This design comes from an exercise in tuning for small area and a short achievable clock period on the open sky130 flow, not from production work. Function was checked by simulation only, so behaviour that the tests miss may differ from the original. Power figures rest on the tool's default switching activity, not on a simulated workload.

===== flow/config.mk =====
export PLATFORM = sky130hd
export DESIGN_NAME = rv_dmem
export DESIGN_NICKNAME = rv_dmem
export VERILOG_FILES = /design/flow/design.v
export SDC_FILE = /design/flow/constraint.sdc
export NUM_CORES = 4
export LEC_CHECK = 0
export CAP_MARGIN = 20
export CORE_MARGIN = 2
export CORE_UTILIZATION = 40
export SLEW_MARGIN = 20

===== flow/design.v =====
`default_nettype none
module rv_dmem #(
    parameter int MEM_DEPTH = 64
) (
    input  logic        clk_in,
    input  logic        rst_in,
    input  logic [31:0] dm_addr,
    input  logic [31:0] dm_data_out,
    input  logic [3:0]  dm_wr_mask,
    input  logic        dm_wr_req,
    output logic [31:0] dm_data_in,
    output logic        dm_ready,
    output logic        err_mask,
    output logic        err_range
);
    localparam int c_AW = $clog2(MEM_DEPTH);
    localparam logic       c_ST_CLEAR = 1'b0;
    localparam logic       c_ST_RUN   = 1'b1;
    localparam logic [c_AW-1:0] c_LAST_IDX = c_AW'(MEM_DEPTH - 1);
    logic              r_state;
    logic [c_AW-1:0]   r_clr_idx;
    logic [31:0]       r_mem [MEM_DEPTH];
    logic [c_AW-1:0]   w_idx;
    logic              w_in_range;
    logic              w_mask_legal;
    logic              w_mask_zero;
    logic [31:0]       w_merged;
    logic              w_unused;
    assign w_idx       = dm_addr[c_AW+1:2];
    assign w_mask_zero = (dm_wr_mask == 4'b0000);
    assign w_unused    = ^dm_addr[1:0];
    generate
        if (c_AW + 2 < 32) begin : g_range_chk
            assign w_in_range = (dm_addr[31:c_AW+2] == '0);
        end else begin : g_range_full
            assign w_in_range = 1'b1;
        end
    endgenerate
    always_comb begin
        w_mask_legal = 1'b0;
        case (dm_wr_mask)
            4'b0001, 4'b0010, 4'b0100, 4'b1000,
            4'b0011, 4'b1100, 4'b1111: w_mask_legal = 1'b1;
            default:                   w_mask_legal = 1'b0;
        endcase
    end
    generate
        for (genvar gi = 0; gi < 4; gi++) begin : g_lane
            assign w_merged[8*gi +: 8] = dm_wr_mask[gi] ? dm_data_out[8*gi +: 8]
                                                        : r_mem[w_idx][8*gi +: 8];
        end
    endgenerate
    always_ff @(posedge clk_in) begin
        if (rst_in) begin
            r_state    <= c_ST_CLEAR;
            r_clr_idx  <= '0;
            dm_data_in <= '0;
            dm_ready   <= 1'b0;
            err_mask   <= 1'b0;
            err_range  <= 1'b0;
        end else begin
            case (r_state)
                c_ST_CLEAR: begin
                    r_mem[r_clr_idx] <= '0;
                    r_clr_idx        <= r_clr_idx + 1'b1;
                    dm_data_in       <= '0;
                    if (r_clr_idx == c_LAST_IDX) begin
                        r_state  <= c_ST_RUN;
                        dm_ready <= 1'b1;
                    end
                end
                default: begin
                    if (!w_in_range) begin
                        err_range <= 1'b1;
                    end
                    if (dm_wr_req) begin
                        dm_data_in <= '0;
                        if (!w_mask_legal && !w_mask_zero) begin
                            err_mask <= 1'b1;
                        end
                        if (w_in_range && w_mask_legal) begin
                            r_mem[w_idx] <= w_merged;
                        end
                    end else begin
                        dm_data_in <= w_in_range ? r_mem[w_idx] : 32'd0;
                    end
                end
            endcase
        end
    end
endmodule
`default_nettype wire

===== flow/run.sh =====
#!/bin/bash
# synth_recipe.tcl (not shown) runs the flow's synth.tcl, then flattens the netlist and writes it again
# the make line also repeats each setting of config.mk as NAME=value (left out here)
make -C /OpenROAD-flow-scripts/flow DESIGN_CONFIG=/design/flow/config.mk WORK_HOME=/design/flow/orfs CLKGATE_MAP_FILE= SYNTH_SCRIPT=/design/flow/synth_recipe.tcl finish

===== flow/constraint.sdc =====
create_clock -name core_clock -period 3.6 [get_ports {clk_in}]
set_input_delay 0.7200 -clock core_clock [delete_from_list [all_inputs] [get_ports {clk_in}]]
set_output_delay 0.7200 -clock core_clock [all_outputs]
set_load 0.01 [all_outputs]

==> results.py <==
metrics = {
    "grt": {
        "grtUsageMet1_pct": 28.2,
        "grt_pass1_vias": 44400,
        "grt_most_used_layer": "met2",
        "antenna_found_initial": 3,
        "grt_overflow": 0,
        "grt_max_degree": 58,
        "track_usage_pct": 21.3,
        "grt_pass1_wl_um": 317000,
        "gr-usage-met3_pct": 2.94,
        "use_met2_pct": 35.8,
    },
    "logic_synthesis": {
        "yosys.area_share.adder_pct": 0.0154,
        "synthArstFlopShare_pct": 0,
        "syn-mean-instance-area_um2": 17.5,
        "synth_xor_area_share_pct": 0.0431,
        "synth_mux_area_share_pct": 13.0,
        "synth_edf_count": 2048,
        "yosysWarnings": 1,
        "yosysUniqueCellTypes": 54,
        "netlist_instances": 4650,
        "synth_fp_nets": 4722,
        "netlist_area_mm2": 0.0812,
        "synth_top_flop_cell": "edfxtp_1",
        "synth_top_family_by_area": "multiplexers",
        "synth-seq-area-share_pct": 76.8,
        "ys_ff_latch": 2090,
        "yosys.area_share.simple_pct": 4.12,
        "synth_compound_area_share_pct": 4.56,
    },
    "cells_and_area": {
        "mostFrequentLayoutCell": "edfxtp_1",
        "area_growth_pct": 22.1,
        "final_cell_area_mm2": 0.0991,
        "num-nets-final": 5377,
        "final_core_util_pct": 49.1,
        "drive_above_1_share_pct": 19.7,
        "stdcell_count": 8152,
        "final_cell_mix": "edfxtp_1 (2048), mux2i_1 (964), buf_4 (403)",
    },
    "critical_path": {
        "required_ns": 4.09,
        "start_kind": "primary input",
        "arrival_ns": 3.89,
        "path_class": "primary input to register",
        "rr_worst_depth": 9,
        "end_kind": "register",
        "crit_fanout": 32,
    },
    "floorplan": {
        "die_w_um": 455,
        "io_pins": 106,
        "core_area_mm2": 0.202,
        "dieArea_mm2": 0.207,
        "initial_core_util_pct": 40.2,
        "num_rows": 165,
        "die_y_um": 455,
    },
    "placement": {
        "dp_hpwl_um": 145000,
        "portBuffers": 103,
        "dp_cells": 7776,
        "gp_congestion": 0.883,
        "postPlaceCellArea_mm2": 0.0929,
    },
    "clocking": {
        "cts_resized": 0,
        "cts_tree": "done",
        "cts_hold_buf": 0,
        "cts.sinks": 2090,
        "clkTransAtPathRegs_ns": 0.06,
        "clockRootBuffer": "clkbuf_16",
        "clockBufferDepth": 3,
        "cts_setup_buffers": 0,
        "insertion_delay_ns": 0.83,
        "htree_levels": 4,
        "cts_buffers": 199,
    },
    "detailed_routing": {
        "remaining_drc_errors": 0,
        "routedWlPerCell_um": 27.4,
        "via_count": 45000,
        "ant_nets": 0,
        "drt_iter0_markers": 4816,
        "wl_um": 223000,
        "dr.pass1.iters": 5,
        "avgViaCountPerCell": 5.52,
    },
    "min_path": {
        "worstHoldPathType": "register to register",
        "min_path_cells": 2,
    },
    "power_and_ir_drop": {
        "p_per_area_mw_per_mm2": 492,
        "peakVddDrop_uv": 431,
        "p_leak_nw": 34.0,
    },
    "timing": {
        "setup_viol_count_final": 0,
        "fin_worst_skew_ns": 0.0305,
        "hold_violations": 0,
        "fmaxAchievable_mhz": 294,
        "rsz0062_at_grt": "no",
        "worst_slew_pin_slew_ns": 0.880,
        "drv_slew": 0,
        "period_share_pct": 94.4,
        "slew_headroom_pct": 41.3,
        "period_minus_slack_ns": 3.40,
    },
    "run": {
        "cap_viol_max_count": 0,
    },
    "run_status": {
        "status": "complete, no violations",
    },
}
## synth_stat cells (4+ instances only)
library cell / count / area share (%)
o22ai_1: 184 / 1.4
nor2b_1: 8 / 0.062
clkbuf_1: 148 / 0.68
nand2_1: 101 / 0.47
nand3b_1: 25 / 0.23
edfxtp_1: 2048 / 76
dfxtp_1: 42 / 1.0
nor4_1: 15 / 0.12
mux2_2: 28 / 0.39
nand2b_1: 8 / 0.062
nor2_1: 250 / 1.2
nand4_1: 61 / 0.47
a21o_1: 4 / 0.037
mux4_2: 24 / 0.67
buf_4: 4 / 0.037
a22oi_1: 244 / 2.3
mux2i_1: 964 / 12
buf_2: 121 / 0.75
a31oi_1: 4 / 0.031
a21oi_1: 41 / 0.25
and3_1: 7 / 0.054
nand3_1: 137 / 0.84
o21ai_0: 57 / 0.35
or2_2: 6 / 0.046
buf_1: 8 / 0.037
nor3_1: 57 / 0.35
o21bai_1: 4 / 0.037
a211oi_1: 4 / 0.037
or3_1: 5 / 0.039
## stage by stage
step	worst slack [ns]	hold WS [ns]	power, mW	setup TNS [ns]
6_report	0.200	0.457	48.8	0
5_1_grt	0.131	0.493	50.1	0
4_1_cts	0.408	0.458	49.1	0
3_5_place_dp	-0.460	0.448	29.2	-1024.14
3_3_place_gp	-0.754	0.452	29.2	-1028.73
2_1_floorplan	-0.332	0.470	28.0	-489.10
## flip-flops by register name, summed over array words and instances (netlist names)
register,flops
dm_ready,1
err_mask,1
err_range,1
dm_data_in,32
r_mem,2048
r_state,1
r_clr_idx,6
## cells by family after synthesis
family                     count (synthesis)
adders and majority gates                  1
and+or+nand+nor                          700
AOI/OAI and AO/OA                        553
xor gates and xnor gates                   4
DFF                                     2090
buffers and inverters                    285
muxes                                   1017
## path summary, 6_finish.rpt
path / startpoint / endpoint / slack (ns)
setup reg to reg: r_state / r_mem[42][31] / 0.51
hold reg to reg: err_range / err_range / 0.46
setup / recovery: dm_addr[9] / r_mem[42][31] / 0.20
hold / removal: err_range / err_range / 0.46
## worst max-delay path: stages
cell,delay (ns)
clkdlybuf4s50_1,0.39
nor4_1,0.34
nand4_1,0.25
buf_4,0.22
buf_4,0.13
a2111oi_0,0.54
buf_4,0.23
o21bai_1,0.23
o21bai_1,0.35
nor2_4,0.17
buf_12,0.23
## cell type report
cell class	count	area, um^2
antenna	5	12.5
timing repair buffer	735	8640
clock buffer	276	5490
inverter	4	15.0
multi-input combinational	2275	18600
clock inverter	95	723
sequential	2090	62300
fill	16700	103000
tap	2672	3340
## power by group
| part | internal [mW] | total [mW] | switching (mW) |
|---|---|---|---|
| Sequential | 26.4 | 26.4 | 0.0229 |
| Combinational | 0.919 | 2.27 | 1.35 |
| Clock | 11.3 | 20.1 | 8.86 |
| Total | 38.6 | 48.8 | 10.2 |
## routing by layer
layer	wire, um	up-vias	share of wire (%)
li1	-	19900	-
met5	0	-	0
met4	7990	0	3.6
met2	111000	1450	50
met1	91700	23400	41
met3	12600	288	5.6

-- what the ideal ports hide --
No port has a modelled driver above. Below, the same layout with a new extraction and two added sets of constraints.
Step 1, drivers: a clkbuf_16 drives clk_in and a buf_2 each remaining input, both assumed.
Step 2 moves the port delays by t, midway between the first and last clock arrival at a register: inputs arrive t later, outputs are due t later. That takes back most of the time a late clock gives input paths.
Three values: no drivers, after step 1, after step 2; two values: the first two.
t (ns): 0.902
setup WS [ns]: 0.200 / 0.259 / -0.643
worst setup path after step 2: input to register
worst data-port slew with drivers (ns): 0.11
cell pins on the clock port's net: 1
With both steps, setup timing fails in this run, where it was met with ideal ports. The setup slack of this run moves by +0.059 ns with the drivers and by -0.843 ns with both steps.
